What follows belongs to an exercise in optimizing a design on an open flow for small area and few clock cycles; a production flow would make more cautious choices.
Only simulation tests tie the RTL to the original design; equivalence was not proved.

File: design.v
package mac_pkg;
  typedef enum logic {
    MODE_PSUM = 1'b0,
    MODE_ACC  = 1'b1
  } mode_e;
  localparam int SAT_MAX_W = 64;
  function automatic logic [SAT_MAX_W:0] sat_add(
    input logic [SAT_MAX_W-1:0] a,
    input logic [SAT_MAX_W-1:0] b,
    input int unsigned          width
  );
    logic [SAT_MAX_W:0] w_one;
    logic [SAT_MAX_W:0] w_lim;
    logic [SAT_MAX_W:0] w_full;
    w_one  = {{SAT_MAX_W{1'b0}}, 1'b1};
    w_lim  = (w_one << width) - w_one;
    w_full = {1'b0, a} + {1'b0, b};
    if (w_full > w_lim) begin
      sat_add = {1'b1, w_lim[SAT_MAX_W-1:0]};
    end else begin
      sat_add = {1'b0, w_full[SAT_MAX_W-1:0]};
    end
  endfunction
endpackage
module mac_fa (
  input  logic a,
  input  logic b,
  input  logic c,
  output logic s,
  output logic co
);
  assign s  = a ^ b ^ c;
  assign co = (a & b) | (a & c) | (b & c);
endmodule
module mac_ha_n (
  input  logic a,
  input  logic b,
  output logic s,
  output logic co
);
  assign s  = ~(a ^ b);
  assign co = a | b;
endmodule
module mac_lane #(
  parameter int IN_BITWIDTH  = 16,
  parameter int OUT_BITWIDTH = 32
) (
  input  logic                    clk,
  input  logic                    rst,
  input  logic                    i_adv,
  input  logic                    i_step,
  input  mac_pkg::mode_e          i_mode,
  input  logic                    i_last,
  input  logic [IN_BITWIDTH-1:0]  i_a,
  input  logic [IN_BITWIDTH-1:0]  i_w,
  input  logic [OUT_BITWIDTH-1:0] i_sum,
  output logic [OUT_BITWIDTH-1:0] o_out,
  output logic                    o_sat
);
  logic [OUT_BITWIDTH-1:0] r_acc;
  logic                    r_sticky;
  logic [OUT_BITWIDTH-1:0] r_out;
  logic                    r_out_sat;
  logic [OUT_BITWIDTH-1:0] w_base;
  logic [OUT_BITWIDTH-1:0] w_base_n;
  logic [OUT_BITWIDTH:0]   w_r0, w_r1;
  logic [OUT_BITWIDTH:0]   w_tot;
  logic                    w_sat;
  logic [OUT_BITWIDTH-1:0] w_res;
  logic [IN_BITWIDTH-1:0]  pp_n [IN_BITWIDTH];
  assign w_base   = (i_mode == mac_pkg::MODE_PSUM) ? i_sum : r_acc;
  assign w_base_n = ~w_base;
  for (genvar i = 0; i < IN_BITWIDTH; i++) begin : g_pp
    assign pp_n[i] = ~(i_w & {IN_BITWIDTH{i_a[i]}});
  end
  logic t239s, t239c;
  logic t238s, t238c;
  logic t237s, t237c;
  logic t236s, t236c;
  logic t235s, t235c;
  logic t234s, t234c;
  logic t233s, t233c;
  logic t232s, t232c;
  logic t231s, t231c;
  logic t230s, t230c;
  logic t229s, t229c;
  logic t228s, t228c;
  logic t227s, t227c;
  logic t226s, t226c;
  logic t225s, t225c;
  logic t224s, t224c;
  logic t223s, t223c;
  logic t222s, t222c;
  logic t221s, t221c;
  logic t220s, t220c;
  logic t219s, t219c;
  logic t218s, t218c;
  logic t217s, t217c;
  logic t216s, t216c;
  logic t215s, t215c;
  logic t214s, t214c;
  logic t213s, t213c;
  logic t212s, t212c;
  logic t211s, t211c;
  logic t210s, t210c;
  logic t209s, t209c;
  logic t208s, t208c;
  logic t207s, t207c;
  logic t206s, t206c;
  logic t205s, t205c;
  logic t204s, t204c;
  logic t203s, t203c;
  logic t202s, t202c;
  logic t201s, t201c;
  logic t200s, t200c;
  logic t199s, t199c;
  logic t198s, t198c;
  logic t197s, t197c;
  logic t196s, t196c;
  logic t195s, t195c;
  logic t194s, t194c;
  logic t193s, t193c;
  logic t192s, t192c;
  logic t191s, t191c;
  logic t190s, t190c;
  logic t189s, t189c;
  logic t188s, t188c;
  logic t187s, t187c;
  logic t186s, t186c;
  logic t185s, t185c;
  logic t184s, t184c;
  logic t183s, t183c;
  logic t182s, t182c;
  logic t181s, t181c;
  logic t180s, t180c;
  logic t179s, t179c;
  logic t178s, t178c;
  logic t177s, t177c;
  logic t176s, t176c;
  logic t175s, t175c;
  logic t174s, t174c;
  logic t173s, t173c;
  logic t172s, t172c;
  logic t171s, t171c;
  logic t170s, t170c;
  logic t169s, t169c;
  logic t168s, t168c;
  logic t167s, t167c;
  logic t166s, t166c;
  logic t165s, t165c;
  logic t164s, t164c;
  logic t163s, t163c;
  logic t162s, t162c;
  logic t161s, t161c;
  logic t160s, t160c;
  logic t159s, t159c;
  logic t158s, t158c;
  logic t157s, t157c;
  logic t156s, t156c;
  logic t155s, t155c;
  logic t154s, t154c;
  logic t153s, t153c;
  logic t152s, t152c;
  logic t151s, t151c;
  logic t150s, t150c;
  logic t149s, t149c;
  logic t148s, t148c;
  logic t147s, t147c;
  logic t146s, t146c;
  logic t145s, t145c;
  logic t144s, t144c;
  logic t143s, t143c;
  logic t142s, t142c;
  logic t141s, t141c;
  logic t140s, t140c;
  logic t139s, t139c;
  logic t138s, t138c;
  logic t137s, t137c;
  logic t136s, t136c;
  logic t135s, t135c;
  logic t134s, t134c;
  logic t133s, t133c;
  logic t132s, t132c;
  logic t131s, t131c;
  logic t130s, t130c;
  logic t129s, t129c;
  logic t128s, t128c;
  logic t127s, t127c;
  logic t126s, t126c;
  logic t125s, t125c;
  logic t124s, t124c;
  logic t123s, t123c;
  logic t122s, t122c;
  logic t121s, t121c;
  logic t120s, t120c;
  logic t119s, t119c;
  logic t118s, t118c;
  logic t117s, t117c;
  logic t116s, t116c;
  logic t115s, t115c;
  logic t114s, t114c;
  logic t113s, t113c;
  logic t112s, t112c;
  logic t111s, t111c;
  logic t110s, t110c;
  logic t109s, t109c;
  logic t108s, t108c;
  logic t107s, t107c;
  logic t106s, t106c;
  logic t105s, t105c;
  logic t104s, t104c;
  logic t103s, t103c;
  logic t102s, t102c;
  logic t101s, t101c;
  logic t100s, t100c;
  logic t99s, t99c;
  logic t98s, t98c;
  logic t97s, t97c;
  logic t96s, t96c;
  logic t95s, t95c;
  logic t94s, t94c;
  logic t93s, t93c;
  logic t92s, t92c;
  logic t91s, t91c;
  logic t90s, t90c;
  logic t89s, t89c;
  logic t88s, t88c;
  logic t87s, t87c;
  logic t86s, t86c;
  logic t85s, t85c;
  logic t84s, t84c;
  logic t83s, t83c;
  logic t82s, t82c;
  logic t81s, t81c;
  logic t80s, t80c;
  logic t79s, t79c;
  logic t78s, t78c;
  logic t77s, t77c;
  logic t76s, t76c;
  logic t75s, t75c;
  logic t74s, t74c;
  logic t73s, t73c;
  logic t72s, t72c;
  logic t71s, t71c;
  logic t70s, t70c;
  logic t69s, t69c;
  logic t68s, t68c;
  logic t67s, t67c;
  logic t66s, t66c;
  logic t65s, t65c;
  logic t64s, t64c;
  logic t63s, t63c;
  logic t62s, t62c;
  logic t61s, t61c;
  logic t60s, t60c;
  logic t59s, t59c;
  logic t58s, t58c;
  logic t57s, t57c;
  logic t56s, t56c;
  logic t55s, t55c;
  logic t54s, t54c;
  logic t53s, t53c;
  logic t52s, t52c;
  logic t51s, t51c;
  logic t50s, t50c;
  logic t49s, t49c;
  logic t48s, t48c;
  logic t47s, t47c;
  logic t46s, t46c;
  logic t45s, t45c;
  logic t44s, t44c;
  logic t43s, t43c;
  logic t42s, t42c;
  logic t41s, t41c;
  logic t40s, t40c;
  logic t39s, t39c;
  logic t38s, t38c;
  logic t37s, t37c;
  logic t36s, t36c;
  logic t35s, t35c;
  logic t34s, t34c;
  logic t33s, t33c;
  logic t32s, t32c;
  logic t31s, t31c;
  logic t30s, t30c;
  logic t29s, t29c;
  logic t28s, t28c;
  logic t27s, t27c;
  logic t26s, t26c;
  logic t25s, t25c;
  logic t24s, t24c;
  logic t23s, t23c;
  logic t22s, t22c;
  logic t21s, t21c;
  logic t20s, t20c;
  logic t19s, t19c;
  logic t18s, t18c;
  logic t17s, t17c;
  logic t16s, t16c;
  logic t15s, t15c;
  logic t14s, t14c;
  logic t13s, t13c;
  logic t12s, t12c;
  logic t11s, t11c;
  logic t10s, t10c;
  logic t9s, t9c;
  logic t8s, t8c;
  logic t7s, t7c;
  logic t6s, t6c;
  logic t5s, t5c;
  logic t4s, t4c;
  logic t3s, t3c;
  logic t2s, t2c;
  logic t1s, t1c;
  logic t0s, t0c;
  mac_ha_n u_ha0 (.a(pp_n[0][12]), .b(pp_n[10][2]), .s(t0s), .co(t0c));
  mac_fa u_fa0 (.a(pp_n[0][13]), .b(pp_n[10][3]), .c(pp_n[11][2]), .s(t1s), .co(t1c));
  mac_ha_n u_ha1 (.a(pp_n[12][1]), .b(pp_n[13][0]), .s(t2s), .co(t2c));
  mac_fa u_fa1 (.a(pp_n[0][14]), .b(pp_n[10][4]), .c(pp_n[11][3]), .s(t3s), .co(t3c));
  mac_fa u_fa2 (.a(pp_n[12][2]), .b(pp_n[13][1]), .c(pp_n[14][0]), .s(t4s), .co(t4c));
  mac_ha_n u_ha2 (.a(pp_n[1][13]), .b(pp_n[2][12]), .s(t5s), .co(t5c));
  mac_fa u_fa3 (.a(pp_n[0][15]), .b(pp_n[10][5]), .c(pp_n[11][4]), .s(t6s), .co(t6c));
  mac_fa u_fa4 (.a(pp_n[12][3]), .b(pp_n[13][2]), .c(pp_n[14][1]), .s(t7s), .co(t7c));
  mac_fa u_fa5 (.a(pp_n[15][0]), .b(pp_n[1][14]), .c(pp_n[2][13]), .s(t8s), .co(t8c));
  mac_ha_n u_ha3 (.a(pp_n[3][12]), .b(pp_n[4][11]), .s(t9s), .co(t9c));
  mac_fa u_fa6 (.a(pp_n[10][6]), .b(pp_n[11][5]), .c(pp_n[12][4]), .s(t10s), .co(t10c));
  mac_fa u_fa7 (.a(pp_n[13][3]), .b(pp_n[14][2]), .c(pp_n[15][1]), .s(t11s), .co(t11c));
  mac_fa u_fa8 (.a(pp_n[1][15]), .b(pp_n[2][14]), .c(pp_n[3][13]), .s(t12s), .co(t12c));
  mac_ha_n u_ha4 (.a(pp_n[4][12]), .b(pp_n[5][11]), .s(t13s), .co(t13c));
  mac_fa u_fa9 (.a(pp_n[10][7]), .b(pp_n[11][6]), .c(pp_n[12][5]), .s(t14s), .co(t14c));
  mac_fa u_fa10 (.a(pp_n[13][4]), .b(pp_n[14][3]), .c(pp_n[15][2]), .s(t15s), .co(t15c));
  mac_fa u_fa11 (.a(pp_n[2][15]), .b(pp_n[3][14]), .c(pp_n[4][13]), .s(t16s), .co(t16c));
  mac_fa u_fa12 (.a(pp_n[10][8]), .b(pp_n[11][7]), .c(pp_n[12][6]), .s(t17s), .co(t17c));
  mac_fa u_fa13 (.a(pp_n[13][5]), .b(pp_n[14][4]), .c(pp_n[15][3]), .s(t18s), .co(t18c));
  mac_fa u_fa14 (.a(pp_n[10][9]), .b(pp_n[11][8]), .c(pp_n[12][7]), .s(t19s), .co(t19c));
  mac_ha_n u_ha5 (.a(pp_n[0][8]), .b(pp_n[1][7]), .s(t20s), .co(t20c));
  mac_fa u_fa15 (.a(pp_n[0][9]), .b(pp_n[1][8]), .c(pp_n[2][7]), .s(t21s), .co(t21c));
  mac_ha_n u_ha6 (.a(pp_n[3][6]), .b(pp_n[4][5]), .s(t22s), .co(t22c));
  mac_fa u_fa16 (.a(pp_n[0][10]), .b(pp_n[10][0]), .c(pp_n[1][9]), .s(t23s), .co(t23c));
  mac_fa u_fa17 (.a(pp_n[2][8]), .b(pp_n[3][7]), .c(pp_n[4][6]), .s(t24s), .co(t24c));
  mac_ha_n u_ha7 (.a(pp_n[5][5]), .b(pp_n[6][4]), .s(t25s), .co(t25c));
  mac_fa u_fa18 (.a(pp_n[0][11]), .b(pp_n[10][1]), .c(pp_n[11][0]), .s(t26s), .co(t26c));
  mac_fa u_fa19 (.a(pp_n[1][10]), .b(pp_n[2][9]), .c(pp_n[3][8]), .s(t27s), .co(t27c));
  mac_fa u_fa20 (.a(pp_n[4][7]), .b(pp_n[5][6]), .c(pp_n[6][5]), .s(t28s), .co(t28c));
  mac_ha_n u_ha8 (.a(pp_n[7][4]), .b(pp_n[8][3]), .s(t29s), .co(t29c));
  mac_fa u_fa21 (.a(pp_n[11][1]), .b(pp_n[12][0]), .c(pp_n[1][11]), .s(t30s), .co(t30c));
  mac_fa u_fa22 (.a(pp_n[2][10]), .b(pp_n[3][9]), .c(pp_n[4][8]), .s(t31s), .co(t31c));
  mac_fa u_fa23 (.a(pp_n[5][7]), .b(pp_n[6][6]), .c(pp_n[7][5]), .s(t32s), .co(t32c));
  mac_fa u_fa24 (.a(pp_n[8][4]), .b(pp_n[9][3]), .c(w_base_n[12]), .s(t33s), .co(t33c));
  mac_fa u_fa25 (.a(pp_n[1][12]), .b(pp_n[2][11]), .c(pp_n[3][10]), .s(t34s), .co(t34c));
  mac_fa u_fa26 (.a(pp_n[4][9]), .b(pp_n[5][8]), .c(pp_n[6][7]), .s(t35s), .co(t35c));
  mac_fa u_fa27 (.a(pp_n[7][6]), .b(pp_n[8][5]), .c(pp_n[9][4]), .s(t36s), .co(t36c));
  mac_fa u_fa28 (.a(w_base_n[13]), .b(t0c), .c(t2s), .s(t37s), .co(t37c));
  mac_fa u_fa29 (.a(pp_n[3][11]), .b(pp_n[4][10]), .c(pp_n[5][9]), .s(t38s), .co(t38c));
  mac_fa u_fa30 (.a(pp_n[6][8]), .b(pp_n[7][7]), .c(pp_n[8][6]), .s(t39s), .co(t39c));
  mac_fa u_fa31 (.a(pp_n[9][5]), .b(w_base_n[14]), .c(t2c), .s(t40s), .co(t40c));
  mac_fa u_fa32 (.a(t5s), .b(t1c), .c(t3s), .s(t41s), .co(t41c));
  mac_fa u_fa33 (.a(pp_n[5][10]), .b(pp_n[6][9]), .c(pp_n[7][8]), .s(t42s), .co(t42c));
  mac_fa u_fa34 (.a(pp_n[8][7]), .b(pp_n[9][6]), .c(w_base_n[15]), .s(t43s), .co(t43c));
  mac_fa u_fa35 (.a(t5c), .b(t9s), .c(t3c), .s(t44s), .co(t44c));
  mac_fa u_fa36 (.a(t4c), .b(t6s), .c(t7s), .s(t45s), .co(t45c));
  mac_fa u_fa37 (.a(pp_n[6][10]), .b(pp_n[7][9]), .c(pp_n[8][8]), .s(t46s), .co(t46c));
  mac_fa u_fa38 (.a(pp_n[9][7]), .b(w_base_n[16]), .c(t9c), .s(t47s), .co(t47c));
  mac_fa u_fa39 (.a(t13s), .b(t6c), .c(t7c), .s(t48s), .co(t48c));
  mac_fa u_fa40 (.a(t8c), .b(t10s), .c(t11s), .s(t49s), .co(t49c));
  mac_fa u_fa41 (.a(pp_n[5][12]), .b(pp_n[6][11]), .c(pp_n[7][10]), .s(t50s), .co(t50c));
  mac_fa u_fa42 (.a(pp_n[8][9]), .b(pp_n[9][8]), .c(w_base_n[17]), .s(t51s), .co(t51c));
  mac_fa u_fa43 (.a(t13c), .b(t10c), .c(t11c), .s(t52s), .co(t52c));
  mac_fa u_fa44 (.a(t12c), .b(t14s), .c(t15s), .s(t53s), .co(t53c));
  mac_fa u_fa45 (.a(pp_n[3][15]), .b(pp_n[4][14]), .c(pp_n[5][13]), .s(t54s), .co(t54c));
  mac_fa u_fa46 (.a(pp_n[6][12]), .b(pp_n[7][11]), .c(pp_n[8][10]), .s(t55s), .co(t55c));
  mac_fa u_fa47 (.a(pp_n[9][9]), .b(w_base_n[18]), .c(t14c), .s(t56s), .co(t56c));
  mac_fa u_fa48 (.a(t15c), .b(t16c), .c(t17s), .s(t57s), .co(t57c));
  mac_fa u_fa49 (.a(pp_n[13][6]), .b(pp_n[14][5]), .c(pp_n[15][4]), .s(t58s), .co(t58c));
  mac_fa u_fa50 (.a(pp_n[4][15]), .b(pp_n[5][14]), .c(pp_n[6][13]), .s(t59s), .co(t59c));
  mac_fa u_fa51 (.a(pp_n[7][12]), .b(pp_n[8][11]), .c(pp_n[9][10]), .s(t60s), .co(t60c));
  mac_fa u_fa52 (.a(w_base_n[19]), .b(t17c), .c(t18c), .s(t61s), .co(t61c));
  mac_fa u_fa53 (.a(pp_n[10][10]), .b(pp_n[11][9]), .c(pp_n[12][8]), .s(t62s), .co(t62c));
  mac_fa u_fa54 (.a(pp_n[13][7]), .b(pp_n[14][6]), .c(pp_n[15][5]), .s(t63s), .co(t63c));
  mac_fa u_fa55 (.a(pp_n[5][15]), .b(pp_n[6][14]), .c(pp_n[7][13]), .s(t64s), .co(t64c));
  mac_fa u_fa56 (.a(pp_n[8][12]), .b(pp_n[9][11]), .c(w_base_n[20]), .s(t65s), .co(t65c));
  mac_fa u_fa57 (.a(pp_n[10][11]), .b(pp_n[11][10]), .c(pp_n[12][9]), .s(t66s), .co(t66c));
  mac_fa u_fa58 (.a(pp_n[13][8]), .b(pp_n[14][7]), .c(pp_n[15][6]), .s(t67s), .co(t67c));
  mac_fa u_fa59 (.a(pp_n[6][15]), .b(pp_n[7][14]), .c(pp_n[8][13]), .s(t68s), .co(t68c));
  mac_fa u_fa60 (.a(pp_n[10][12]), .b(pp_n[11][11]), .c(pp_n[12][10]), .s(t69s), .co(t69c));
  mac_fa u_fa61 (.a(pp_n[13][9]), .b(pp_n[14][8]), .c(pp_n[15][7]), .s(t70s), .co(t70c));
  mac_fa u_fa62 (.a(pp_n[10][13]), .b(pp_n[11][12]), .c(pp_n[12][11]), .s(t71s), .co(t71c));
  mac_ha_n u_ha9 (.a(pp_n[0][5]), .b(pp_n[1][4]), .s(t72s), .co(t72c));
  mac_fa u_fa63 (.a(pp_n[0][6]), .b(pp_n[1][5]), .c(pp_n[2][4]), .s(t73s), .co(t73c));
  mac_ha_n u_ha10 (.a(pp_n[3][3]), .b(pp_n[4][2]), .s(t74s), .co(t74c));
  mac_fa u_fa64 (.a(pp_n[0][7]), .b(pp_n[1][6]), .c(pp_n[2][5]), .s(t75s), .co(t75c));
  mac_fa u_fa65 (.a(pp_n[3][4]), .b(pp_n[4][3]), .c(pp_n[5][2]), .s(t76s), .co(t76c));
  mac_ha_n u_ha11 (.a(pp_n[6][1]), .b(pp_n[7][0]), .s(t77s), .co(t77c));
  mac_fa u_fa66 (.a(pp_n[2][6]), .b(pp_n[3][5]), .c(pp_n[4][4]), .s(t78s), .co(t78c));
  mac_fa u_fa67 (.a(pp_n[5][3]), .b(pp_n[6][2]), .c(pp_n[7][1]), .s(t79s), .co(t79c));
  mac_fa u_fa68 (.a(pp_n[8][0]), .b(w_base_n[8]), .c(t20s), .s(t80s), .co(t80c));
  mac_fa u_fa69 (.a(pp_n[5][4]), .b(pp_n[6][3]), .c(pp_n[7][2]), .s(t81s), .co(t81c));
  mac_fa u_fa70 (.a(pp_n[8][1]), .b(pp_n[9][0]), .c(w_base_n[9]), .s(t82s), .co(t82c));
  mac_fa u_fa71 (.a(t20c), .b(t22s), .c(t21s), .s(t83s), .co(t83c));
  mac_fa u_fa72 (.a(pp_n[7][3]), .b(pp_n[8][2]), .c(pp_n[9][1]), .s(t84s), .co(t84c));
  mac_fa u_fa73 (.a(w_base_n[10]), .b(t22c), .c(t25s), .s(t85s), .co(t85c));
  mac_fa u_fa74 (.a(t21c), .b(t23s), .c(t24s), .s(t86s), .co(t86c));
  mac_fa u_fa75 (.a(pp_n[9][2]), .b(w_base_n[11]), .c(t25c), .s(t87s), .co(t87c));
  mac_fa u_fa76 (.a(t29s), .b(t23c), .c(t24c), .s(t88s), .co(t88c));
  mac_fa u_fa77 (.a(t26s), .b(t27s), .c(t28s), .s(t89s), .co(t89c));
  mac_fa u_fa78 (.a(t29c), .b(t0s), .c(t26c), .s(t90s), .co(t90c));
  mac_fa u_fa79 (.a(t27c), .b(t28c), .c(t30s), .s(t91s), .co(t91c));
  mac_fa u_fa80 (.a(t31s), .b(t32s), .c(t33s), .s(t92s), .co(t92c));
  mac_fa u_fa81 (.a(t30c), .b(t31c), .c(t32c), .s(t93s), .co(t93c));
  mac_fa u_fa82 (.a(t33c), .b(t1s), .c(t34s), .s(t94s), .co(t94c));
  mac_fa u_fa83 (.a(t35s), .b(t36s), .c(t37s), .s(t95s), .co(t95c));
  mac_fa u_fa84 (.a(t34c), .b(t35c), .c(t36c), .s(t96s), .co(t96c));
  mac_fa u_fa85 (.a(t38s), .b(t39s), .c(t4s), .s(t97s), .co(t97c));
  mac_fa u_fa86 (.a(t37c), .b(t40s), .c(t41s), .s(t98s), .co(t98c));
  mac_fa u_fa87 (.a(t38c), .b(t39c), .c(t40c), .s(t99s), .co(t99c));
  mac_fa u_fa88 (.a(t42s), .b(t8s), .c(t43s), .s(t100s), .co(t100c));
  mac_fa u_fa89 (.a(t44s), .b(t41c), .c(t45s), .s(t101s), .co(t101c));
  mac_fa u_fa90 (.a(t42c), .b(t43c), .c(t12s), .s(t102s), .co(t102c));
  mac_fa u_fa91 (.a(t46s), .b(t47s), .c(t44c), .s(t103s), .co(t103c));
  mac_fa u_fa92 (.a(t48s), .b(t45c), .c(t49s), .s(t104s), .co(t104c));
  mac_fa u_fa93 (.a(t46c), .b(t47c), .c(t16s), .s(t105s), .co(t105c));
  mac_fa u_fa94 (.a(t50s), .b(t51s), .c(t48c), .s(t106s), .co(t106c));
  mac_fa u_fa95 (.a(t52s), .b(t49c), .c(t53s), .s(t107s), .co(t107c));
  mac_fa u_fa96 (.a(t50c), .b(t51c), .c(t18s), .s(t108s), .co(t108c));
  mac_fa u_fa97 (.a(t54s), .b(t55s), .c(t52c), .s(t109s), .co(t109c));
  mac_fa u_fa98 (.a(t56s), .b(t53c), .c(t57s), .s(t110s), .co(t110c));
  mac_fa u_fa99 (.a(t54c), .b(t55c), .c(t19s), .s(t111s), .co(t111c));
  mac_fa u_fa100 (.a(t58s), .b(t59s), .c(t60s), .s(t112s), .co(t112c));
  mac_fa u_fa101 (.a(t56c), .b(t57c), .c(t61s), .s(t113s), .co(t113c));
  mac_fa u_fa102 (.a(t19c), .b(t58c), .c(t59c), .s(t114s), .co(t114c));
  mac_fa u_fa103 (.a(t60c), .b(t62s), .c(t63s), .s(t115s), .co(t115c));
  mac_fa u_fa104 (.a(t64s), .b(t65s), .c(t61c), .s(t116s), .co(t116c));
  mac_fa u_fa105 (.a(pp_n[9][12]), .b(w_base_n[21]), .c(t62c), .s(t117s), .co(t117c));
  mac_fa u_fa106 (.a(t63c), .b(t64c), .c(t65c), .s(t118s), .co(t118c));
  mac_fa u_fa107 (.a(t66s), .b(t67s), .c(t68s), .s(t119s), .co(t119c));
  mac_fa u_fa108 (.a(pp_n[7][15]), .b(pp_n[8][14]), .c(pp_n[9][13]), .s(t120s), .co(t120c));
  mac_fa u_fa109 (.a(w_base_n[22]), .b(t66c), .c(t67c), .s(t121s), .co(t121c));
  mac_fa u_fa110 (.a(t68c), .b(t69s), .c(t70s), .s(t122s), .co(t122c));
  mac_fa u_fa111 (.a(pp_n[13][10]), .b(pp_n[14][9]), .c(pp_n[15][8]), .s(t123s), .co(t123c));
  mac_fa u_fa112 (.a(pp_n[8][15]), .b(pp_n[9][14]), .c(w_base_n[23]), .s(t124s), .co(t124c));
  mac_fa u_fa113 (.a(t69c), .b(t70c), .c(t71s), .s(t125s), .co(t125c));
  mac_fa u_fa114 (.a(pp_n[10][14]), .b(pp_n[11][13]), .c(pp_n[12][12]), .s(t126s), .co(t126c));
  mac_fa u_fa115 (.a(pp_n[13][11]), .b(pp_n[14][10]), .c(pp_n[15][9]), .s(t127s), .co(t127c));
  mac_fa u_fa116 (.a(pp_n[9][15]), .b(w_base_n[24]), .c(t71c), .s(t128s), .co(t128c));
  mac_fa u_fa117 (.a(pp_n[10][15]), .b(pp_n[11][14]), .c(pp_n[12][13]), .s(t129s), .co(t129c));
  mac_fa u_fa118 (.a(pp_n[13][12]), .b(pp_n[14][11]), .c(pp_n[15][10]), .s(t130s), .co(t130c));
  mac_fa u_fa119 (.a(pp_n[11][15]), .b(pp_n[12][14]), .c(pp_n[13][13]), .s(t131s), .co(t131c));
  mac_ha_n u_ha12 (.a(pp_n[0][3]), .b(pp_n[1][2]), .s(t132s), .co(t132c));
  mac_fa u_fa120 (.a(pp_n[0][4]), .b(pp_n[1][3]), .c(pp_n[2][2]), .s(t133s), .co(t133c));
  mac_ha_n u_ha13 (.a(pp_n[3][1]), .b(pp_n[4][0]), .s(t134s), .co(t134c));
  mac_fa u_fa121 (.a(pp_n[2][3]), .b(pp_n[3][2]), .c(pp_n[4][1]), .s(t135s), .co(t135c));
  mac_fa u_fa122 (.a(pp_n[5][0]), .b(w_base_n[5]), .c(t72s), .s(t136s), .co(t136c));
  mac_fa u_fa123 (.a(pp_n[5][1]), .b(pp_n[6][0]), .c(w_base_n[6]), .s(t137s), .co(t137c));
  mac_fa u_fa124 (.a(t72c), .b(t74s), .c(t73s), .s(t138s), .co(t138c));
  mac_fa u_fa125 (.a(w_base_n[7]), .b(t74c), .c(t77s), .s(t139s), .co(t139c));
  mac_fa u_fa126 (.a(t73c), .b(t75s), .c(t76s), .s(t140s), .co(t140c));
  mac_fa u_fa127 (.a(t77c), .b(t75c), .c(t76c), .s(t141s), .co(t141c));
  mac_fa u_fa128 (.a(t78s), .b(t79s), .c(t80s), .s(t142s), .co(t142c));
  mac_fa u_fa129 (.a(t78c), .b(t79c), .c(t81s), .s(t143s), .co(t143c));
  mac_fa u_fa130 (.a(t82s), .b(t80c), .c(t83s), .s(t144s), .co(t144c));
  mac_fa u_fa131 (.a(t81c), .b(t82c), .c(t84s), .s(t145s), .co(t145c));
  mac_fa u_fa132 (.a(t85s), .b(t83c), .c(t86s), .s(t146s), .co(t146c));
  mac_fa u_fa133 (.a(t84c), .b(t85c), .c(t87s), .s(t147s), .co(t147c));
  mac_fa u_fa134 (.a(t88s), .b(t86c), .c(t89s), .s(t148s), .co(t148c));
  mac_fa u_fa135 (.a(t87c), .b(t88c), .c(t90s), .s(t149s), .co(t149c));
  mac_fa u_fa136 (.a(t89c), .b(t91s), .c(t92s), .s(t150s), .co(t150c));
  mac_fa u_fa137 (.a(t90c), .b(t91c), .c(t92c), .s(t151s), .co(t151c));
  mac_fa u_fa138 (.a(t93s), .b(t94s), .c(t95s), .s(t152s), .co(t152c));
  mac_fa u_fa139 (.a(t93c), .b(t94c), .c(t96s), .s(t153s), .co(t153c));
  mac_fa u_fa140 (.a(t95c), .b(t97s), .c(t98s), .s(t154s), .co(t154c));
  mac_fa u_fa141 (.a(t96c), .b(t97c), .c(t99s), .s(t155s), .co(t155c));
  mac_fa u_fa142 (.a(t100s), .b(t98c), .c(t101s), .s(t156s), .co(t156c));
  mac_fa u_fa143 (.a(t99c), .b(t100c), .c(t102s), .s(t157s), .co(t157c));
  mac_fa u_fa144 (.a(t103s), .b(t101c), .c(t104s), .s(t158s), .co(t158c));
  mac_fa u_fa145 (.a(t102c), .b(t105s), .c(t103c), .s(t159s), .co(t159c));
  mac_fa u_fa146 (.a(t106s), .b(t104c), .c(t107s), .s(t160s), .co(t160c));
  mac_fa u_fa147 (.a(t105c), .b(t108s), .c(t106c), .s(t161s), .co(t161c));
  mac_fa u_fa148 (.a(t109s), .b(t107c), .c(t110s), .s(t162s), .co(t162c));
  mac_fa u_fa149 (.a(t108c), .b(t111s), .c(t112s), .s(t163s), .co(t163c));
  mac_fa u_fa150 (.a(t109c), .b(t110c), .c(t113s), .s(t164s), .co(t164c));
  mac_fa u_fa151 (.a(t111c), .b(t112c), .c(t114s), .s(t165s), .co(t165c));
  mac_fa u_fa152 (.a(t115s), .b(t116s), .c(t113c), .s(t166s), .co(t166c));
  mac_fa u_fa153 (.a(t114c), .b(t117s), .c(t115c), .s(t167s), .co(t167c));
  mac_fa u_fa154 (.a(t118s), .b(t119s), .c(t116c), .s(t168s), .co(t168c));
  mac_fa u_fa155 (.a(t120s), .b(t117c), .c(t118c), .s(t169s), .co(t169c));
  mac_fa u_fa156 (.a(t121s), .b(t119c), .c(t122s), .s(t170s), .co(t170c));
  mac_fa u_fa157 (.a(t120c), .b(t123s), .c(t124s), .s(t171s), .co(t171c));
  mac_fa u_fa158 (.a(t121c), .b(t122c), .c(t125s), .s(t172s), .co(t172c));
  mac_fa u_fa159 (.a(t123c), .b(t124c), .c(t126s), .s(t173s), .co(t173c));
  mac_fa u_fa160 (.a(t127s), .b(t128s), .c(t125c), .s(t174s), .co(t174c));
  mac_fa u_fa161 (.a(w_base_n[25]), .b(t126c), .c(t127c), .s(t175s), .co(t175c));
  mac_fa u_fa162 (.a(t129s), .b(t130s), .c(t128c), .s(t176s), .co(t176c));
  mac_fa u_fa163 (.a(pp_n[14][12]), .b(pp_n[15][11]), .c(w_base_n[26]), .s(t177s), .co(t177c));
  mac_fa u_fa164 (.a(t129c), .b(t130c), .c(t131s), .s(t178s), .co(t178c));
  mac_fa u_fa165 (.a(pp_n[12][15]), .b(pp_n[13][14]), .c(pp_n[14][13]), .s(t179s), .co(t179c));
  mac_fa u_fa166 (.a(pp_n[15][12]), .b(w_base_n[27]), .c(t131c), .s(t180s), .co(t180c));
  mac_fa u_fa167 (.a(pp_n[13][15]), .b(pp_n[14][14]), .c(pp_n[15][13]), .s(t181s), .co(t181c));
  mac_ha_n u_ha14 (.a(pp_n[0][2]), .b(pp_n[1][1]), .s(t182s), .co(t182c));
  mac_fa u_fa168 (.a(pp_n[2][1]), .b(pp_n[3][0]), .c(w_base_n[3]), .s(t183s), .co(t183c));
  mac_fa u_fa169 (.a(w_base_n[4]), .b(t132c), .c(t134s), .s(t184s), .co(t184c));
  mac_fa u_fa170 (.a(t134c), .b(t133c), .c(t135s), .s(t185s), .co(t185c));
  mac_fa u_fa171 (.a(t135c), .b(t137s), .c(t136c), .s(t186s), .co(t186c));
  mac_fa u_fa172 (.a(t137c), .b(t139s), .c(t138c), .s(t187s), .co(t187c));
  mac_fa u_fa173 (.a(t139c), .b(t141s), .c(t140c), .s(t188s), .co(t188c));
  mac_fa u_fa174 (.a(t141c), .b(t143s), .c(t142c), .s(t189s), .co(t189c));
  mac_fa u_fa175 (.a(t143c), .b(t145s), .c(t144c), .s(t190s), .co(t190c));
  mac_fa u_fa176 (.a(t145c), .b(t147s), .c(t146c), .s(t191s), .co(t191c));
  mac_fa u_fa177 (.a(t147c), .b(t149s), .c(t148c), .s(t192s), .co(t192c));
  mac_fa u_fa178 (.a(t149c), .b(t151s), .c(t150c), .s(t193s), .co(t193c));
  mac_fa u_fa179 (.a(t151c), .b(t153s), .c(t152c), .s(t194s), .co(t194c));
  mac_fa u_fa180 (.a(t153c), .b(t155s), .c(t154c), .s(t195s), .co(t195c));
  mac_fa u_fa181 (.a(t155c), .b(t157s), .c(t156c), .s(t196s), .co(t196c));
  mac_fa u_fa182 (.a(t157c), .b(t159s), .c(t158c), .s(t197s), .co(t197c));
  mac_fa u_fa183 (.a(t159c), .b(t161s), .c(t160c), .s(t198s), .co(t198c));
  mac_fa u_fa184 (.a(t161c), .b(t163s), .c(t162c), .s(t199s), .co(t199c));
  mac_fa u_fa185 (.a(t163c), .b(t165s), .c(t164c), .s(t200s), .co(t200c));
  mac_fa u_fa186 (.a(t165c), .b(t167s), .c(t168s), .s(t201s), .co(t201c));
  mac_fa u_fa187 (.a(t167c), .b(t169s), .c(t168c), .s(t202s), .co(t202c));
  mac_fa u_fa188 (.a(t171s), .b(t169c), .c(t170c), .s(t203s), .co(t203c));
  mac_fa u_fa189 (.a(t171c), .b(t173s), .c(t172c), .s(t204s), .co(t204c));
  mac_fa u_fa190 (.a(t173c), .b(t175s), .c(t176s), .s(t205s), .co(t205c));
  mac_fa u_fa191 (.a(t177s), .b(t175c), .c(t178s), .s(t206s), .co(t206c));
  mac_fa u_fa192 (.a(t177c), .b(t179s), .c(t180s), .s(t207s), .co(t207c));
  mac_fa u_fa193 (.a(w_base_n[28]), .b(t179c), .c(t181s), .s(t208s), .co(t208c));
  mac_fa u_fa194 (.a(pp_n[14][15]), .b(pp_n[15][14]), .c(w_base_n[29]), .s(t209s), .co(t209c));
  mac_ha_n u_ha15 (.a(pp_n[0][1]), .b(pp_n[1][0]), .s(t210s), .co(t210c));
  mac_fa u_fa195 (.a(pp_n[2][0]), .b(w_base_n[2]), .c(t182s), .s(t211s), .co(t211c));
  mac_fa u_fa196 (.a(t182c), .b(t132s), .c(t183s), .s(t212s), .co(t212c));
  mac_fa u_fa197 (.a(t183c), .b(t133s), .c(t184s), .s(t213s), .co(t213c));
  mac_fa u_fa198 (.a(t184c), .b(t136s), .c(t185s), .s(t214s), .co(t214c));
  mac_fa u_fa199 (.a(t185c), .b(t138s), .c(t186s), .s(t215s), .co(t215c));
  mac_fa u_fa200 (.a(t186c), .b(t140s), .c(t187s), .s(t216s), .co(t216c));
  mac_fa u_fa201 (.a(t142s), .b(t187c), .c(t188s), .s(t217s), .co(t217c));
  mac_fa u_fa202 (.a(t188c), .b(t144s), .c(t189s), .s(t218s), .co(t218c));
  mac_fa u_fa203 (.a(t189c), .b(t146s), .c(t190s), .s(t219s), .co(t219c));
  mac_fa u_fa204 (.a(t148s), .b(t190c), .c(t191s), .s(t220s), .co(t220c));
  mac_fa u_fa205 (.a(t150s), .b(t191c), .c(t192s), .s(t221s), .co(t221c));
  mac_fa u_fa206 (.a(t152s), .b(t192c), .c(t193s), .s(t222s), .co(t222c));
  mac_fa u_fa207 (.a(t193c), .b(t154s), .c(t194s), .s(t223s), .co(t223c));
  mac_fa u_fa208 (.a(t194c), .b(t156s), .c(t195s), .s(t224s), .co(t224c));
  mac_fa u_fa209 (.a(t158s), .b(t195c), .c(t196s), .s(t225s), .co(t225c));
  mac_fa u_fa210 (.a(t160s), .b(t196c), .c(t197s), .s(t226s), .co(t226c));
  mac_fa u_fa211 (.a(t162s), .b(t197c), .c(t198s), .s(t227s), .co(t227c));
  mac_fa u_fa212 (.a(t164s), .b(t198c), .c(t199s), .s(t228s), .co(t228c));
  mac_fa u_fa213 (.a(t166s), .b(t199c), .c(t200s), .s(t229s), .co(t229c));
  mac_fa u_fa214 (.a(t166c), .b(t201s), .c(t200c), .s(t230s), .co(t230c));
  mac_fa u_fa215 (.a(t170s), .b(t201c), .c(t202s), .s(t231s), .co(t231c));
  mac_fa u_fa216 (.a(t172s), .b(t202c), .c(t203s), .s(t232s), .co(t232c));
  mac_fa u_fa217 (.a(t174s), .b(t203c), .c(t204s), .s(t233s), .co(t233c));
  mac_fa u_fa218 (.a(t174c), .b(t205s), .c(t204c), .s(t234s), .co(t234c));
  mac_fa u_fa219 (.a(t176c), .b(t206s), .c(t205c), .s(t235s), .co(t235c));
  mac_fa u_fa220 (.a(t178c), .b(t207s), .c(t206c), .s(t236s), .co(t236c));
  mac_fa u_fa221 (.a(t180c), .b(t208s), .c(t207c), .s(t237s), .co(t237c));
  mac_fa u_fa222 (.a(t181c), .b(t209s), .c(t208c), .s(t238s), .co(t238c));
  mac_fa u_fa223 (.a(pp_n[15][15]), .b(w_base_n[30]), .c(t209c), .s(t239s), .co(t239c));
  assign w_r0 = {1'b1, w_base_n[31], t238c, t237c, t236c, t235c, t234c, t233c, t232c, t231c, t230c, t229c, t228c, t227c, t226c, t225c, t224c, t223c, t222c, t221c, t220c, t219c, t218c, t217c, t216c, t215c, t214c, t213c, t212c, t211c, t210c, w_base_n[1], pp_n[0][0]};
  assign w_r1 = {1'b1, t239c, t239s, t238s, t237s, t236s, t235s, t234s, t233s, t232s, t231s, t230s, t229s, t228s, t227s, t226s, t225s, t224s, t223s, t222s, t221s, t220s, t219s, t218s, t217s, t216s, t215s, t214s, t213s, t212s, t211s, t210s, w_base_n[0]};
  assign w_tot = (~w_r0) + (~w_r1);
  assign w_sat = w_tot[OUT_BITWIDTH];
  assign w_res = w_sat ? {OUT_BITWIDTH{1'b1}} : w_tot[OUT_BITWIDTH-1:0];
  always_ff @(posedge clk or posedge rst) begin
    if (rst) begin
      r_acc    <= '0;
      r_sticky <= 1'b0;
    end else if (i_step) begin
      if (i_last) begin
        r_acc    <= '0;
        r_sticky <= 1'b0;
      end else begin
        r_acc    <= w_res;
        r_sticky <= r_sticky | w_sat;
      end
    end
  end
  always_ff @(posedge clk) begin
    if (i_adv) begin
      r_out     <= w_res;
      r_out_sat <= w_sat | ((i_mode == mac_pkg::MODE_ACC) & r_sticky);
    end
  end
  assign o_out = r_out;
  assign o_sat = r_out_sat;
endmodule
module mac_pipe_array #(
  parameter int LANES        = 4,
  parameter int IN_BITWIDTH  = 16,
  parameter int OUT_BITWIDTH = 32
) (
  input  logic                          clk,
  input  logic                          rst,
  input  logic                          in_valid,
  output logic                          in_ready,
  input  logic                          mode,
  input  logic                          in_last,
  input  logic [LANES*IN_BITWIDTH-1:0]  a_in,
  input  logic [LANES*IN_BITWIDTH-1:0]  w_in,
  input  logic [LANES*OUT_BITWIDTH-1:0] sum_in,
  output logic                          out_valid,
  input  logic                          out_ready,
  output logic [LANES*OUT_BITWIDTH-1:0] out,
  output logic [LANES-1:0]              out_sat
);
  logic w_adv;
  logic w_acc_step;
  logic r_out_valid;
  assign w_adv      = !r_out_valid || out_ready;
  assign in_ready   = w_adv;
  assign w_acc_step = in_valid && w_adv && (mac_pkg::mode_e'(mode) == mac_pkg::MODE_ACC);
  always_ff @(posedge clk or posedge rst) begin
    if (rst) begin
      r_out_valid <= 1'b0;
    end else if (w_adv) begin
      r_out_valid <= in_valid && ((mac_pkg::mode_e'(mode) == mac_pkg::MODE_PSUM) || in_last);
    end
  end
  assign out_valid = r_out_valid;
  for (genvar g = 0; g < LANES; g++) begin : g_lane
    mac_lane #(
      .IN_BITWIDTH (IN_BITWIDTH),
      .OUT_BITWIDTH(OUT_BITWIDTH)
    ) u_lane (
      .clk       (clk),
      .rst       (rst),
      .i_adv     (w_adv),
      .i_step    (w_acc_step),
      .i_mode    (mac_pkg::mode_e'(mode)),
      .i_last    (in_last),
      .i_a       (a_in[g*IN_BITWIDTH +: IN_BITWIDTH]),
      .i_w       (w_in[g*IN_BITWIDTH +: IN_BITWIDTH]),
      .i_sum     (sum_in[g*OUT_BITWIDTH +: OUT_BITWIDTH]),
      .o_out     (out[g*OUT_BITWIDTH +: OUT_BITWIDTH]),
      .o_sat     (out_sat[g])
    );
  end
endmodule
File: run.sh
#!/bin/bash
# synth_recipe.tcl (not shown) runs the flow's synth.tcl, then flattens the netlist and writes it again
# the make line also repeats each setting of config.mk as NAME=value (left out here)
make -C /OpenROAD-flow-scripts/flow DESIGN_CONFIG=/design/flow/config.mk WORK_HOME=/design/flow/orfs CLKGATE_MAP_FILE= SYNTH_SCRIPT=/design/flow/synth_recipe.tcl finish
File: config.mk
export PLATFORM = sky130hd
export DESIGN_NAME = mac_pipe_array
export DESIGN_NICKNAME = mac_pipe_array
export VERILOG_FILES = /design/flow/design.v
export SDC_FILE = /design/flow/constraint.sdc
export NUM_CORES = 4
export LEC_CHECK = 0
export CAP_MARGIN = 20
export CORE_MARGIN = 2
export CORE_UTILIZATION = 40
export SLEW_MARGIN = 20
export SYNTH_HIERARCHICAL = 1
File: constraint.sdc
create_clock -name core_clock -period 7.2 [get_ports {clk}]
set_input_delay 1.4400 -clock core_clock [delete_from_list [all_inputs] [get_ports {clk}]]
set_output_delay 1.4400 -clock core_clock [all_outputs]
set_load 0.01 [all_outputs]
==> run notes <==
[per-layer routing]
| layer | vias up | share of wire | GRT usage |
|---|---|---|---|
| li1 | 15600 | - | - |
| met1 | 17900 | 0.43 | 0.361 |
| met5 | - | 0.00063 | 0 |
| met3 | 205 | 0.081 | 0.0520 |
| met4 | 14 | 0.027 | 0.0687 |
| met2 | 1392 | 0.47 | 0.415 |
[cells by family after synthesis]
logic type               Yosys count  synth area share
AND/OR/NAND/NOR                 1515             0.145
adder cells (fa/ha/maj)         1092             0.470
multiplexers                     132            0.0311
AO/OA/AOI/OAI                    577            0.0905
flip-flops                       265             0.168
XOR/XNOR                          96            0.0194
buffers and inverters            862            0.0756
[layout make-up]
class | instances | area share
multi-input cells | 3412 | 0.615
clock inverters | 22 | 0.00441
inverters | 530 | 0.0373
well taps | 1403 | 0.0329
clock buffers | 42 | 0.0177
flip-flops and latches | 265 | 0.137
repair buffers | 890 | 0.156
[flip-flops by register name, summed over array words and instances, names as in the netlist]
name / cells
g_lane.u_lane.r_acc: 128
g_lane.u_lane.r_out: 128
g_lane.u_lane.r_out_sat: 4
g_lane.u_lane.r_sticky: 4
r_out_valid: 1
[modules after synthesis, one instance, submodules excluded, a selection]
| module | flops+latches | cells inside | copies in the design | cell area (µm²) |
|---|---|---|---|---|
| mac_ha_n | 0 | 5 | 64 | 27.5 |
| mac_fa | 0 | 1 | 896 | 20.0 |
| mac_pipe_array | 1 | 7 | 1 | 63.8 |
[worst paths after layout]
| path | endpoint | slack (ns) |
|---|---|---|
| setup / recovery | g_lane[2].u_lane.r_acc[2] | 0.31 |
| hold / removal | g_lane[2].u_lane.r_acc[0] | 0.50 |
| setup reg to reg | g_lane[2].u_lane.r_acc[29] | 1.67 |
| hold reg to reg | g_lane[2].u_lane.r_acc[0] | 0.50 |
| max in group asynchronous | g_lane[3].u_lane.r_acc[15] | 4.91 |
| min in group asynchronous | r_out_valid | 1.33 |
[cells in the final DEF (no fill, tap or decap), drive strengths merged, types with 8 or more instances in the layout]
cell type,Yosys,layout
mux2i,120,120
clkdlybuf4s50,0,393
nand4,36,36
nor4,20,20
a21o,64,64
dfrtp,133,133
and3,9,9
o211ai,20,20
a211oi,20,20
clkbuf,284,43
o21ai,129,129
nand2b,41,41
a31oi,24,24
fa,900,900
o311ai,8,8
o21bai,12,12
ha,192,192
and4,12,12
buf,48,496
nor3,44,44
a21oi,144,144
edfxtp,132,132
nand3,8,8
a22o,104,104
xor2,36,36
xnor2,60,60
or3,8,8
o31ai,8,8
a221o,8,8
nand2,1212,1212
mux2,12,12
nor2b,17,17
clkinv,0,13
o21a,12,12
inv,530,533
and2,20,20
nor2,76,76
[metrics by stage]
stage          setup WS, ns  instances
6_report              0.310       6564
5_1_grt              0.0202       6564
4_1_cts               0.360       6564
3_5_place_dp         -0.258       6500
3_3_place_gp         -0.204       6500
2_1_floorplan         0.269       4539
[worst reg2reg max path, cell delays in order, from the launching register on]
cell and delay, ns:
dfrtp_1 0.38, mux2i_1 0.36, fa_1 0.53, fa_1 0.50
fa_1 0.45, fa_1 0.46, fa_1 0.49, inv_1 0.04
ha_1 0.30, nand4_1 0.19, nor4_1 0.35, o211ai_1 0.16
nand4_1 0.22, o21bai_1 0.15, o21a_2 0.30, buf_4 0.19
and4_1 0.19, nor3_1 0.18
[cell usage after synthesis, drive strengths merged, types with 8 or more instances]
library cell  instances
a211oi               20
a21o                 64
a21oi               144
a221o                 8
a22o                104
a31oi                24
and2                 20
and3                  9
and4                 12
buf                  48
clkbuf              284
dfrtp               133
edfxtp              132
fa                  900
ha                  192
inv                 530
mux2                 12
mux2i               120
nand2              1212
nand2b               41
nand3                 8
nand4                36
nor2                 76
nor2b                17
nor3                 44
nor4                 20
o211ai               20
o21a                 12
o21ai               129
o21bai               12
o311ai                8
o31ai                 8
or3                   8
xnor2                60
xor2                 36
==> metrics.md <==
| Metric | Value |
|---|---|
| CP peak stage delay | `roughly 0.54 ns` |
| Crit. path cell count | `21` |
| RSZ-0062 raised after global routing | `false` |
| Routed wire length | `around 140 mm` |
| CTS max path bufs | `3` |
| DRC violations left | `0` |
| # setup viols final | `0` |
| Slowest cell on crit path | `fa_1` |
| Max-slew violation count | `0` |
| Yosys reg bits | `265` |
| Cell Chain, Critical Path | `clkdlybuf4s50_1 -> buf_12 -> buf_4 -> nand2_1 -> fa_1 -> fa_1 -> fa_1 -> fa_1 -> fa_1 -> fa_1 -> inv_1 -> ha_1 -> a21oi_1 -> o21ai_0 -> a21oi_1 -> nand4_1 -> o21bai_1 -> o21a_2 -> buf_4 -> o21ai_1 -> a22o_1` |
| Area share of the largest cell type after synthesis | `0.415` |
| Hold buffer count at cts | `0` |
| DR pass1 iterations | `7` |
| Core Box Area | `between 100000 and 150000 µm²` |
| Syn_area_per_cell | `approximately 9.6 µm²` |
| Reg clk slew, reported paths | `0.06 ns` |
| Total area of sequential cells | `between 7000 and 8000 µm²` |
| Synth Warn # | `10` |
| Area Overhead vs Synth | `23.0%` |
| Share of cells above drive strength 1 | `0.116` |
| Initial drt markers | `2607` |
| Fillers | `just under 10000` |
| Placed Instance Area | `52200 µm²` |
| Final non-filler cell area | `53400 µm²` |
| Gate count of the mapped netlist | `~4500` |
| Placer congestion estimate | `approximately 0.94` |
| Postcts setup bufs | `0` |
| Max_slew headroom | `0.409` |
| Gr ovfl total | `0` |
| Vias in the first global route | `about 38000` |
| Most used cell, CP | `fa_1` |
| Run status | `complete, no violations` |
| Clock root buffer | `clkbuf_16` |
| Async SR Flop Fraction | `0.502` |
| PortBufs | `between 300 and 400` |
| Fin util | `0.497` |
| CTS buffer count | `35` |
| WHS | `0.504 ns` |
| Max Freq | `approximately 150 MHz` |
| WP buf/inv | `5` |
| CP Data Required Time | `7.65 ns` |
| Syn_nets | `between 5000 and 6000` |
| Arrival @ worst endpoint | `approximately 7.3 ns` |
| # IOs | `396` |
| ANT nets after route | `0` |
| Worst-Margin Slew | `approximately 0.89 ns` |
| Die Y | `roughly 330 µm` |
| Ys flop type | `dfrtp_1` |
| Cell taking the most area after synthesis | `fa_1` |
| Largest net degree at the start of global routing | `52` |
| Sequential-to-total area share from yosys stat | `0.168` |
| Final period utilization | `0.957` |
| Routed vias/inst | `around 5.3` |
| Total GRT Usage | `0.260` |
| Setup TNS | `0 ns` |
| Worst-path maximum fanout | `9` |
| Crit Path Class | `in2reg` |
| Initial core utilization | `0.404` |
| Mapped cell area | `between 40000 and 50000 µm²` |
| CP Launch Type | `input port` |
| Width of the die | `between 300 and 400 µm` |
| Rows | `120` |
| Sink Count | `about 270` |
| Fin. Hold Viols | `0` |
| Worst setup path start | `a_in[42]` |
| WL/cell | `approximately 22 µm` |
| HP Class | `reg2reg` |
| Worst hold path stage count | `1` |
| Area taken by multi-input logic gates | `32900 µm²` |
| DIE AREA | `approximately 110000 µm²` |
| Crit path time final | `between 6 and 7 ns` |
| Antenna violations before repair | `9` |
| Routed vias | `35100` |
| Reg2Reg Launch Point | `g_lane[2].u_lane.r_acc[16]` |
| R2R depth | `17` |
| Worst Hold Launch | `g_lane[2].u_lane.r_acc[0]` |
| Clk_skew | `slightly above 0.02 ns` |
| TritonCTS clock tree | `built` |
| H-Tree Depth | `2` |
| DP Wirelength | `about 120 mm` |
| Diodes inserted | `0` |
| CP endpoint kind | `flip-flop` |
| Post-synthesis cell type count | `52` |
| Crit path max-delay family | `adder cells` |
| Max Cap Viol | `0` |
| Clk Latency, worst-skew pair | `approximately 0.58 ns` |
| Top post-synthesis cells by area | `fa_1 42%, nand2_1 10%, edfxtp_1 9.1%` |
| Post_cts resized | `0` |
| First-pass GRT wire length | `roughly 220 mm` |
| Post-synth EDFFs | `approximately 130` |
| Post-layout nets | `about 6500` |
Testbench counts, summed over its fixed seeds: cycles 12,008.

separate check: timing with driven ports:
The flow's constraints put no driver on any port. The routed layout listed below was extracted and timed again, unchanged, in two steps. Step 1 (the two cells are an assumption about what drives the block):
set clk [get_ports {clk}]
set_driving_cell -lib_cell sky130_fd_sc_hd__clkbuf_16 $clk
set_driving_cell -lib_cell sky130_fd_sc_hd__buf_2 [delete_from_list [all_inputs] $clk]
Step 2 adds t to the input delays and takes it off the output delays; t is the mean of the earliest and latest rising clock arrival at the registers after step 1. Input paths then give back, and output paths get back, about the clock's delay inside the block. a / b / c = ideal / step 1 / step 2; a / b = the first two.
t (ns): 0.635
slack for setup (ns): 0.310 / 0.337 / -0.297
worst data-port slew with drivers (ns): 0.15
With both steps, setup timing fails in this run, where it was met with ideal ports. For this run, drivers alone change the setup slack by +0.027 ns; drivers and shift together by -0.607 ns.
